This is an optimization exercise on Yosys and OpenROAD, whose aim is small area, a short achievable clock period and few clock cycles per item, not a production implementation. In this exercise RTL edits were held to simulation tests only and were not proved equivalent to the original. Power and IR drop assume default switching activity.

`flow/design.v`:
```
package rvm_pkg;
    localparam int xlen = 32;                        
    localparam int reg_addr_w = 5;                   
    typedef logic [xlen-1:0]       word_t;           
    typedef logic [reg_addr_w-1:0] reg_addr_t;       
    typedef logic [xlen-1:0]       imm_t;            
    typedef enum logic [3:0] {
        op_add,
        op_sub,
        op_and,
        op_or,
        op_xor,
        op_addi,
        op_andi,
        op_ori,
        op_xori,
        op_lui,
        op_illegal                                   
    } op_e;
    typedef enum logic [2:0] {
        alu_add,
        alu_sub,
        alu_and,
        alu_or,
        alu_xor,
        alu_imm                                      
    } alu_sel_e;
    typedef enum logic [2:0] {
        post_reset,
        fetch,
        decode,
        execute,
        inc_pc
    } ctrl_state_e;
    localparam logic [1:0] rhs_src_rs2  = 2'd0;
    localparam logic [1:0] rhs_src_imm  = 2'd1;
    localparam logic [1:0] rhs_src_step = 2'd2;
    localparam logic [6:0] opcode_op     = 7'b0110011;   
    localparam logic [6:0] opcode_op_imm = 7'b0010011;   
    localparam logic [6:0] opcode_lui    = 7'b0110111;
    localparam logic [2:0] funct3_add = 3'b000;      
    localparam logic [2:0] funct3_xor = 3'b100;
    localparam logic [2:0] funct3_or  = 3'b110;
    localparam logic [2:0] funct3_and = 3'b111;
    localparam logic [6:0] funct7_sub = 7'b0100000;
    localparam word_t pc_step  = 32'd4;
    localparam word_t reset_pc = 32'd0;
    localparam word_t ir_reset = 32'd0;              
endpackage
`timescale 1ns/100ps
module rvm_decode (
    input  logic      clk,
    input  logic      resetn,
    input  logic      i_ir_load,                     
    input  rvm_pkg::word_t i_mem_rdata,                   
    output rvm_pkg::op_e       o_op,                          
    output rvm_pkg::reg_addr_t o_rs1_addr,
    output rvm_pkg::reg_addr_t o_rs2_addr,
    output rvm_pkg::reg_addr_t o_rd_addr,
    output rvm_pkg::imm_t      o_imm                          
);
    rvm_pkg::word_t      ir;                                  
    logic [6:0] opcode;
    logic [2:0] funct3;
    logic [6:0] funct7;
    always_ff @(posedge clk or negedge resetn) begin
        if (!resetn) begin
            ir <= rvm_pkg::ir_reset;
        end else if (i_ir_load) begin
            ir <= i_mem_rdata;
        end
    end
    assign opcode = ir[6:0];
    assign funct3 = ir[14:12];
    assign funct7 = ir[31:25];
    assign o_rd_addr  = ir[11:7];
    assign o_rs1_addr = ir[19:15];
    assign o_rs2_addr = ir[24:20];
    assign o_imm = (opcode == rvm_pkg::opcode_lui) ? {ir[31:12], 12'b0} :
                                            {{20{ir[31]}}, ir[31:20]};
    always_comb begin
        o_op = rvm_pkg::op_illegal;
        case (opcode)
            rvm_pkg::opcode_op: begin
                if (funct7 == 7'b0) begin
                    case (funct3)
                        rvm_pkg::funct3_add: o_op = rvm_pkg::op_add;
                        rvm_pkg::funct3_xor: o_op = rvm_pkg::op_xor;
                        rvm_pkg::funct3_or:  o_op = rvm_pkg::op_or;
                        rvm_pkg::funct3_and: o_op = rvm_pkg::op_and;
                        default:    o_op = rvm_pkg::op_illegal;   
                    endcase
                end else if (funct7 == rvm_pkg::funct7_sub && funct3 == rvm_pkg::funct3_add) begin
                    o_op = rvm_pkg::op_sub;
                end
            end
            rvm_pkg::opcode_op_imm: begin
                case (funct3)
                    rvm_pkg::funct3_add: o_op = rvm_pkg::op_addi;
                    rvm_pkg::funct3_xor: o_op = rvm_pkg::op_xori;
                    rvm_pkg::funct3_or:  o_op = rvm_pkg::op_ori;
                    rvm_pkg::funct3_and: o_op = rvm_pkg::op_andi;
                    default:    o_op = rvm_pkg::op_illegal;
                endcase
            end
            rvm_pkg::opcode_lui: o_op = rvm_pkg::op_lui;
            default:    o_op = rvm_pkg::op_illegal;
        endcase
    end
endmodule
`timescale 1ns/100ps
module rvm_regfile (
    input  logic      clk,
    input  logic      resetn,
    input  rvm_pkg::reg_addr_t i_rs1_addr,
    input  rvm_pkg::reg_addr_t i_rs2_addr,
    input  rvm_pkg::reg_addr_t i_rd_addr,
    input  logic      i_rd_wen,                      
    input  rvm_pkg::word_t i_rd_wdata,
    output rvm_pkg::word_t o_rs1_rdata,
    output rvm_pkg::word_t o_rs2_rdata
);
    rvm_pkg::word_t regs [32];                                
    always_ff @(posedge clk or negedge resetn) begin
        if (!resetn) begin
            for (int i = 0; i < 32; i++) begin
                regs[i] <= '0;
            end
        end else if (i_rd_wen && i_rd_addr != '0) begin
            regs[i_rd_addr] <= i_rd_wdata;
        end
    end
    assign o_rs1_rdata = (i_rs1_addr == '0) ? '0 : regs[i_rs1_addr];
    assign o_rs2_rdata = (i_rs2_addr == '0) ? '0 : regs[i_rs2_addr];
endmodule
`timescale 1ns/100ps
module rvm_alu (
    input  rvm_pkg::alu_sel_e   i_sel,                        
    input  logic       i_lhs_pc,                     
    input  logic [1:0] i_rhs_src,                    
    input  rvm_pkg::word_t  i_pc,
    input  rvm_pkg::word_t  i_rs1_rdata,
    input  rvm_pkg::word_t  i_rs2_rdata,
    input  rvm_pkg::word_t  i_imm,
    output rvm_pkg::word_t  o_result
);
    logic  rhs_is_rs2;
    logic  rhs_is_imm;
    logic  rhs_is_step;
    rvm_pkg::word_t lhs;
    rvm_pkg::word_t rhs;
    assign rhs_is_rs2  = i_rhs_src == rvm_pkg::rhs_src_rs2;
    assign rhs_is_imm  = i_rhs_src == rvm_pkg::rhs_src_imm;
    assign rhs_is_step = i_rhs_src == rvm_pkg::rhs_src_step;
    assign lhs = {rvm_pkg::xlen{ i_lhs_pc}} & i_pc        |
                 {rvm_pkg::xlen{!i_lhs_pc}} & i_rs1_rdata;
    assign rhs = {rvm_pkg::xlen{rhs_is_rs2 }} & i_rs2_rdata |
                 {rvm_pkg::xlen{rhs_is_imm }} & i_imm       |
                 {rvm_pkg::xlen{rhs_is_step}} & rvm_pkg::pc_step;      
    always_comb begin
        case (i_sel)
            rvm_pkg::alu_add: o_result = lhs + rhs;
            rvm_pkg::alu_sub: o_result = lhs - rhs;           
            rvm_pkg::alu_and: o_result = lhs & rhs;
            rvm_pkg::alu_or:  o_result = lhs | rhs;
            rvm_pkg::alu_xor: o_result = lhs ^ rhs;
            rvm_pkg::alu_imm: o_result = i_imm;
            default: o_result = '0;
        endcase
    end
endmodule
`timescale 1ns/100ps
module rvm_control (
    input  logic       clk,
    input  logic       resetn,
    input  rvm_pkg::op_e        i_op,                         
    input  rvm_pkg::reg_addr_t  i_rd_addr,                    
    input  logic       i_mem_stall,                  
    input  rvm_pkg::word_t  i_alu_result,
    output logic       o_ir_load,                    
    output logic       o_mem_c_en,                   
    output rvm_pkg::word_t  o_mem_addr,
    output rvm_pkg::word_t  o_pc,
    output rvm_pkg::alu_sel_e   o_alu_sel,
    output logic       o_lhs_pc,
    output logic [1:0] o_rhs_src,
    output logic       o_rd_wen,                     
    output logic       o_illegal                     
);
    rvm_pkg::ctrl_state_e ctrl_state;
    rvm_pkg::ctrl_state_e n_ctrl_state;
    rvm_pkg::word_t       pc;
    logic        in_fetch;
    logic        in_execute;
    logic        in_inc_pc;
    logic        op_legal;
    logic        op_is_reg;                          
    assign in_fetch   = ctrl_state == rvm_pkg::fetch;
    assign in_execute = ctrl_state == rvm_pkg::execute;
    assign in_inc_pc  = ctrl_state == rvm_pkg::inc_pc;
    assign op_legal  = i_op != rvm_pkg::op_illegal;
    assign op_is_reg = (i_op == rvm_pkg::op_add) || (i_op == rvm_pkg::op_sub) || (i_op == rvm_pkg::op_and) ||
                       (i_op == rvm_pkg::op_or)  || (i_op == rvm_pkg::op_xor);
    always_comb begin
        n_ctrl_state = ctrl_state;
        case (ctrl_state)
            rvm_pkg::post_reset: n_ctrl_state = rvm_pkg::fetch;
            rvm_pkg::fetch:      n_ctrl_state = i_mem_stall ? rvm_pkg::fetch : rvm_pkg::decode;
            rvm_pkg::decode:     n_ctrl_state = rvm_pkg::execute;
            rvm_pkg::execute:    n_ctrl_state = rvm_pkg::inc_pc;
            rvm_pkg::inc_pc:     n_ctrl_state = rvm_pkg::fetch;
            default:    n_ctrl_state = rvm_pkg::post_reset;
        endcase
    end
    always_ff @(posedge clk or negedge resetn) begin
        if (!resetn) begin
            ctrl_state <= rvm_pkg::post_reset;
        end else begin
            ctrl_state <= n_ctrl_state;
        end
    end
    always_ff @(posedge clk or negedge resetn) begin
        if (!resetn) begin
            pc <= rvm_pkg::reset_pc;
        end else if (in_inc_pc) begin
            pc <= i_alu_result;                      
        end
    end
    assign o_pc = pc;
    assign o_mem_c_en = in_fetch;
    assign o_mem_addr = {rvm_pkg::xlen{in_fetch}} & pc;
    assign o_ir_load  = in_fetch && !i_mem_stall;    
    always_comb begin
        o_alu_sel = rvm_pkg::alu_add;
        o_lhs_pc  = in_inc_pc;
        o_rhs_src = rvm_pkg::rhs_src_rs2;
        if (in_inc_pc) begin
            o_rhs_src = rvm_pkg::rhs_src_step;
        end else if (in_execute) begin
            o_rhs_src = op_is_reg ? rvm_pkg::rhs_src_rs2 : rvm_pkg::rhs_src_imm;
            case (i_op)
                rvm_pkg::op_add, rvm_pkg::op_addi: o_alu_sel = rvm_pkg::alu_add;
                rvm_pkg::op_sub:          o_alu_sel = rvm_pkg::alu_sub;
                rvm_pkg::op_and, rvm_pkg::op_andi: o_alu_sel = rvm_pkg::alu_and;
                rvm_pkg::op_or,  rvm_pkg::op_ori:  o_alu_sel = rvm_pkg::alu_or;
                rvm_pkg::op_xor, rvm_pkg::op_xori: o_alu_sel = rvm_pkg::alu_xor;
                rvm_pkg::op_lui:          o_alu_sel = rvm_pkg::alu_imm;
                default:         o_alu_sel = rvm_pkg::alu_add;
            endcase
        end
    end
    assign o_rd_wen  = in_execute && op_legal && i_rd_addr != '0;
    assign o_illegal = in_execute && !op_legal;
endmodule
`timescale 1ns/100ps
module rvm_core (
    input  logic      clk,
    input  logic      resetn,
    output logic      o_mem_c_en,                    
    output rvm_pkg::word_t o_mem_addr,
    input  rvm_pkg::word_t i_mem_rdata,
    input  logic      i_mem_stall,
    output logic      o_rd_wen,                      
    output rvm_pkg::reg_addr_t o_rd_addr,
    output rvm_pkg::word_t o_rd_wdata,
    output logic      o_illegal
);
    logic       ir_load;
    rvm_pkg::op_e        op;
    rvm_pkg::reg_addr_t  rs1_addr;
    rvm_pkg::reg_addr_t  rs2_addr;
    rvm_pkg::imm_t       imm;
    rvm_pkg::word_t      rs1_rdata;
    rvm_pkg::word_t      rs2_rdata;
    rvm_pkg::word_t      pc;
    rvm_pkg::alu_sel_e   alu_sel;
    logic       lhs_pc;
    logic [1:0] rhs_src;
    rvm_decode u_decode (
        .clk         (clk),
        .resetn      (resetn),
        .i_ir_load   (ir_load),
        .i_mem_rdata (i_mem_rdata),
        .o_op        (op),
        .o_rs1_addr  (rs1_addr),
        .o_rs2_addr  (rs2_addr),
        .o_rd_addr   (o_rd_addr),
        .o_imm       (imm)
    );
    rvm_regfile u_regfile (
        .clk         (clk),
        .resetn      (resetn),
        .i_rs1_addr  (rs1_addr),
        .i_rs2_addr  (rs2_addr),
        .i_rd_addr   (o_rd_addr),
        .i_rd_wen    (o_rd_wen),
        .i_rd_wdata  (o_rd_wdata),
        .o_rs1_rdata (rs1_rdata),
        .o_rs2_rdata (rs2_rdata)
    );
    rvm_alu u_alu (
        .i_sel       (alu_sel),
        .i_lhs_pc    (lhs_pc),
        .i_rhs_src   (rhs_src),
        .i_pc        (pc),
        .i_rs1_rdata (rs1_rdata),
        .i_rs2_rdata (rs2_rdata),
        .i_imm       (imm),
        .o_result    (o_rd_wdata)
    );
    rvm_control u_control (
        .clk          (clk),
        .resetn       (resetn),
        .i_op         (op),
        .i_rd_addr    (o_rd_addr),
        .i_mem_stall  (i_mem_stall),
        .i_alu_result (o_rd_wdata),
        .o_ir_load    (ir_load),
        .o_mem_c_en   (o_mem_c_en),
        .o_mem_addr   (o_mem_addr),
        .o_pc         (pc),
        .o_alu_sel    (alu_sel),
        .o_lhs_pc     (lhs_pc),
        .o_rhs_src    (rhs_src),
        .o_rd_wen     (o_rd_wen),
        .o_illegal    (o_illegal)
    );
endmodule
```
`flow/config.mk`:
```
export PLATFORM = sky130hd
export DESIGN_NAME = rvm_core
export DESIGN_NICKNAME = rvm_core
export VERILOG_FILES = /design/flow/design.v
export SDC_FILE = /design/flow/constraint.sdc
export NUM_CORES = 4
export LEC_CHECK = 0
export CAP_MARGIN = 20
export CORE_MARGIN = 2
export CORE_UTILIZATION = 25
export PLACE_DENSITY = 0.4
export SETUP_SLACK_MARGIN = 0.2
export SLEW_MARGIN = 20
```
`flow/constraint.sdc`:
```
create_clock -name core_clock -period 12.0 [get_ports {clk}]
set_input_delay 2.4000 -clock core_clock [delete_from_list [all_inputs] [get_ports {clk}]]
set_output_delay 2.4000 -clock core_clock [all_outputs]
set_load 0.01 [all_outputs]
```
`flow/run.sh`:
```
#!/bin/bash
# synth_recipe.tcl (not shown) runs the flow's synth.tcl, then flattens the netlist and writes it again
# the make line also repeats each setting of config.mk as NAME=value (left out here)
make -C /OpenROAD-flow-scripts/flow DESIGN_CONFIG=/design/flow/config.mk WORK_HOME=/design/flow/orfs CLKGATE_MAP_FILE= SYNTH_SCRIPT=/design/flow/synth_recipe.tcl finish
```
==> impl_summary.log <==
[metrics] result of the run: complete, no violations
[metrics] Syn Nets: 6,532
[metrics] class of the most critical setup path: reg2out
[metrics] number of enable-type register cells in the synthesized netlist: 0
[metrics] clock skew: 51.7 ps
[metrics] Total Wirelength: 359,000 um
[metrics] final hold viol count: 0
[metrics] DR vias: 57,300
[metrics] leakage dissipation: 28.6 nW
[metrics] sequential element share of the synthesized area: 47.5%
[metrics] most frequent cells in the layout: dfrtp_1, nand2_1, o21ai_0, a22oi_1, a21oi_1
[metrics] Synth Flop Type: dfrtp_1
[metrics] clock transition at the registers of the reported paths: 60 ps
[metrics] post-synthesis cell type count: 91
[metrics] I/O Buffers: 106
[metrics] TritonCTS clock tree: built
[metrics] Die Wd: 476 um
[metrics] delay of the slowest cell on the worst path: 950 ps
[metrics] # clock sinks: 1,059
[metrics] required time worst endpoint: 9600 ps
[metrics] proportion of register bits with asynchronous set or reset after synthesis: 100%
[metrics] Fmax: 0.0866 GHz
[metrics] cell count after synthesis: 6,402
[metrics] RSZ-0062 raised after global routing: false
[metrics] synthesized cell area: 0.0558 mm2
[metrics] average instance area after synthesis: 8.72 um2
[metrics] post-synthesis register bit count: 1,059
[metrics] Period Utilization, post-route: 96.3%
[metrics] vertical die dimension: 476 um
[metrics] number of detailed-route iterations in the first pass: 8
[metrics] total of warnings raised by yosys: 5
[metrics] class of the most critical hold timing path: reg2reg
[metrics] TritonCTS buffer count: 134
[metrics] cell repeated most along the worst path: buf_4
[metrics] Root Driver: clkbuf_16
[metrics] critical path peak fanout: 22
[metrics] number of antenna violations at the first check in global routing: 28
[metrics] Final Wtd Congestion: 0.989
[metrics] Register-to-Register Setup Slack: 3390 ps
[metrics] worst rel slew slack: 12.7%
[metrics] final setup violation count: 0
[metrics] final count of pins violating max slew: 0
[metrics] clock period minus worst slack: 11,550 ps
[metrics] Routed WL per cell: 38.2 um
[metrics] Via density: 6.09
[metrics] final core occ: 29.8%
[metrics] latest clock arrival within the worst-skew pair: 830 ps
[metrics] cell type of the slowest stage on the worst timing path: nor2_4
[metrics] final setup margin: 447 ps
[metrics] Clock Tree Buf Depth: 3
[metrics] number of rows in the core area: 173
[metrics] DP Wirelength: 234,000 um
[metrics] Peak supply drop: 0.000338 V
[metrics] number of max-cap violations: 0
[metrics] H-tree Lvls: 4
[metrics] power per cell area: 294 mW/mm2
[metrics] core area: 0.222 mm2
[metrics] number of DRC markers in iteration 0: 10,000
[metrics] number of nets in the layout: 6,445
[metrics] fraction of layout instances using a drive strength above 1: 11.3%
[metrics] Worst Setup End Kind: primary output
[metrics] transition at the pin with the smallest max-transition slack: 1310 ps
[metrics] wire length of the first global-routing pass: 484,000 um
[metrics] effective utilization at floorplan: 25.1%
[metrics] Placement Setup Slack: 736 ps
[metrics] overall fraction of global-route tracks in use: 30.7%
[metrics] I/O pin count: 107
[metrics] number of global-route vias before repair: 53,700
[metrics] Die ar.: 0.227 mm2
[metrics] critical path arrival: 9150 ps
[metrics] gr ovfl total: 0
[metrics] nature of the critical path startpoint: flop
[metrics] setup_tns: 0 ps
[metrics] Area growth, synth to finish: 18.7%
[metrics] most frequent standard cell in the layout excluding fill and tap cells: dfrtp_1
[metrics] largest net degree at the start of global routing: 162
[metrics] DRC: 0
[metrics] Antenna Violating Nets Remaining: 0
## cell usage after synthesis, types with 6 or more instances
library cell	instances	area (um2)
buf_1	34	128
buf_4	13	97.6
clkbuf_1	530	1990
and2_1	43	269
a21oi_1	448	2240
a211oi_1	17	128
buf_2	26	130
nand3b_1	8	60.1
mux2_2	35	394
o221a_2	6	67.6
a31oi_1	52	325
nor2_1	500	1880
a2111oi_0	31	272
a21o_1	15	113
or2_2	6	37.5
nand2b_1	46	288
nor2b_1	18	113
nor4_1	27	169
or4_1	41	308
o22ai_1	12	75.1
ha_1	94	1180
a221o_1	7	70.1
dfrtp_1	1059	26500
a32oi_1	10	87.6
a32o_1	28	280
a22o_1	97	850
a22oi_1	517	3880
o21ai_0	766	3830
inv_1	118	443
a221oi_1	93	815
nor3_1	37	185
xor2_1	6	52.6
a31o_2	11	96.3
mux2i_1	6	60.1
xnor2_1	48	420
nand3_1	364	1820
and3_1	103	644
nor3b_1	8	60.1
or3_1	19	119
nand4_1	128	801
nand2_1	833	3130
a222oi_1	42	420
## sequential cells by signal, summed over array words and instances (netlist names)
name	cells
u_regfile.regs	992
u_control.pc	32
u_control.ctrl_state	3
u_decode.ir	32
## cell families (layout without fill, tap and decap cells)
kind of cell / count (synthesis) / count (layout) / share of synthesized area, %
xor gates and xnor gates: 54 / 54 / 0.848
buffers and inverters: 724 / 741 / 5.04
AOI/OAI and AO/OA: 2203 / 2203 / 25.2
and+or+nand+nor: 2225 / 2225 / 18.5
other: 0 / 13 / 0
muxes: 42 / 42 / 0.839
DFF: 1059 / 1059 / 47.5
adders and majority gates: 95 / 95 / 2.14
## power breakdown
part	total [mW]	internal, mW	leakage, nW	switching (mW)
Combinational	11.0	2.63	11.6	8.36
Clock	4.37	2.61	2.28	1.76
Sequential	4.12	3.75	14.7	0.371
## final cells by class
| class | instances | area [um2] |
|---|---|---|
| multi-input cells | 4619 | 27500 |
| flip-flops and latches | 1059 | 26500 |
| inverters | 119 | 447 |
| well taps | 2975 | 3720 |
| repair buffers | 382 | 3350 |
| clock buffers | 193 | 3910 |
| diodes | 13 | 32.5 |
| fillers | 23400 | 156000 |
| clock inverters | 47 | 713 |
## routing by layer
metal	wire, um	vias up	track usage, %
met5	83	-	0
met4	22300	14	16.1
met1	145000	28800	40.1
met3	38400	1135	8.65
li1	-	23200	-
met2	154000	4104	45.9
## critical path, delay by kind of cell (launching register included)
| kind | cells | cell delay (ps) |
|---|---|---|
| AO/OA/AOI/OAI | 10 | 2680 |
| XOR/XNOR | 2 | 330 |
| adder cells (fa/ha/maj) | 1 | 280 |
| buffers and inverters | 7 | 1890 |
| flip-flops | 1 | 640 |
| AND/OR/NAND/NOR | 9 | 2450 |
## what timing repair did
action	in CTS	in global routing
endpoints found under the hold margin	0	0
pin swaps	0	6
setup endpoints to repair	5	7
hold buffers	0	0
setup buffers	0	14
resized for setup	7	17
## stage by stage
stage / cell area (um2) / total power, mW / cells / hold WS (ps)
6_report: 66200 / 19.5 / 9407 / 502
5_1_grt: 66200 / 20.0 / 9395 / 521
4_1_cts: 66000 / 19.2 / 9380 / 502
3_5_place_dp: 61400 / 14.8 / 9140 / 489
3_3_place_gp: 61400 / 14.8 / 9139 / 477
2_1_floorplan: 55800 / 8.89 / 6402 / 456
## worst paths after layout
| path | from | end | depth (start not counted) |
|---|---|---|---|
| max | u_decode.ir[23] | o_rd_wdata[19] | 29 |
| min | u_regfile.regs[1][18] | u_regfile.regs[1][18] | 2 |
| max reg2reg | u_decode.ir[23] | u_regfile.regs[21][19] | 29 |
| min reg2reg | u_regfile.regs[1][18] | u_regfile.regs[1][18] | 2 |
| max in group asynchronous | resetn | u_regfile.regs[12][25] | 3 |
| min in group asynchronous | resetn | u_regfile.regs[1][31] | 1 |
Testbench counts, summed over its fixed seeds: cycles 34,017, items 8,000.

## port drivers added, routing unchanged
Ports are ideal in the flow. The routed layout listed here was re-timed in OpenROAD. Step 1, drivers: a clkbuf_16 drives clk and a buf_2 each remaining input, both assumed. Step 2 also shifts input and output timing later by t, the mid clock arrival at the registers, as if the neighbouring blocks saw the same clock. Three values: ideal ports, drivers, drivers and shift; two values: the first two.
t, ns: 0.900
slack for setup (ns): 0.447 / 0.353 / 1.253
worst setup path at the end: register to output
latest minus earliest clock arrival (ns): 0.052 / 0.052
After both steps this run still meets setup and hold. The setup slack of this run moves by -0.094 ns with the drivers and by +0.806 ns with both steps.
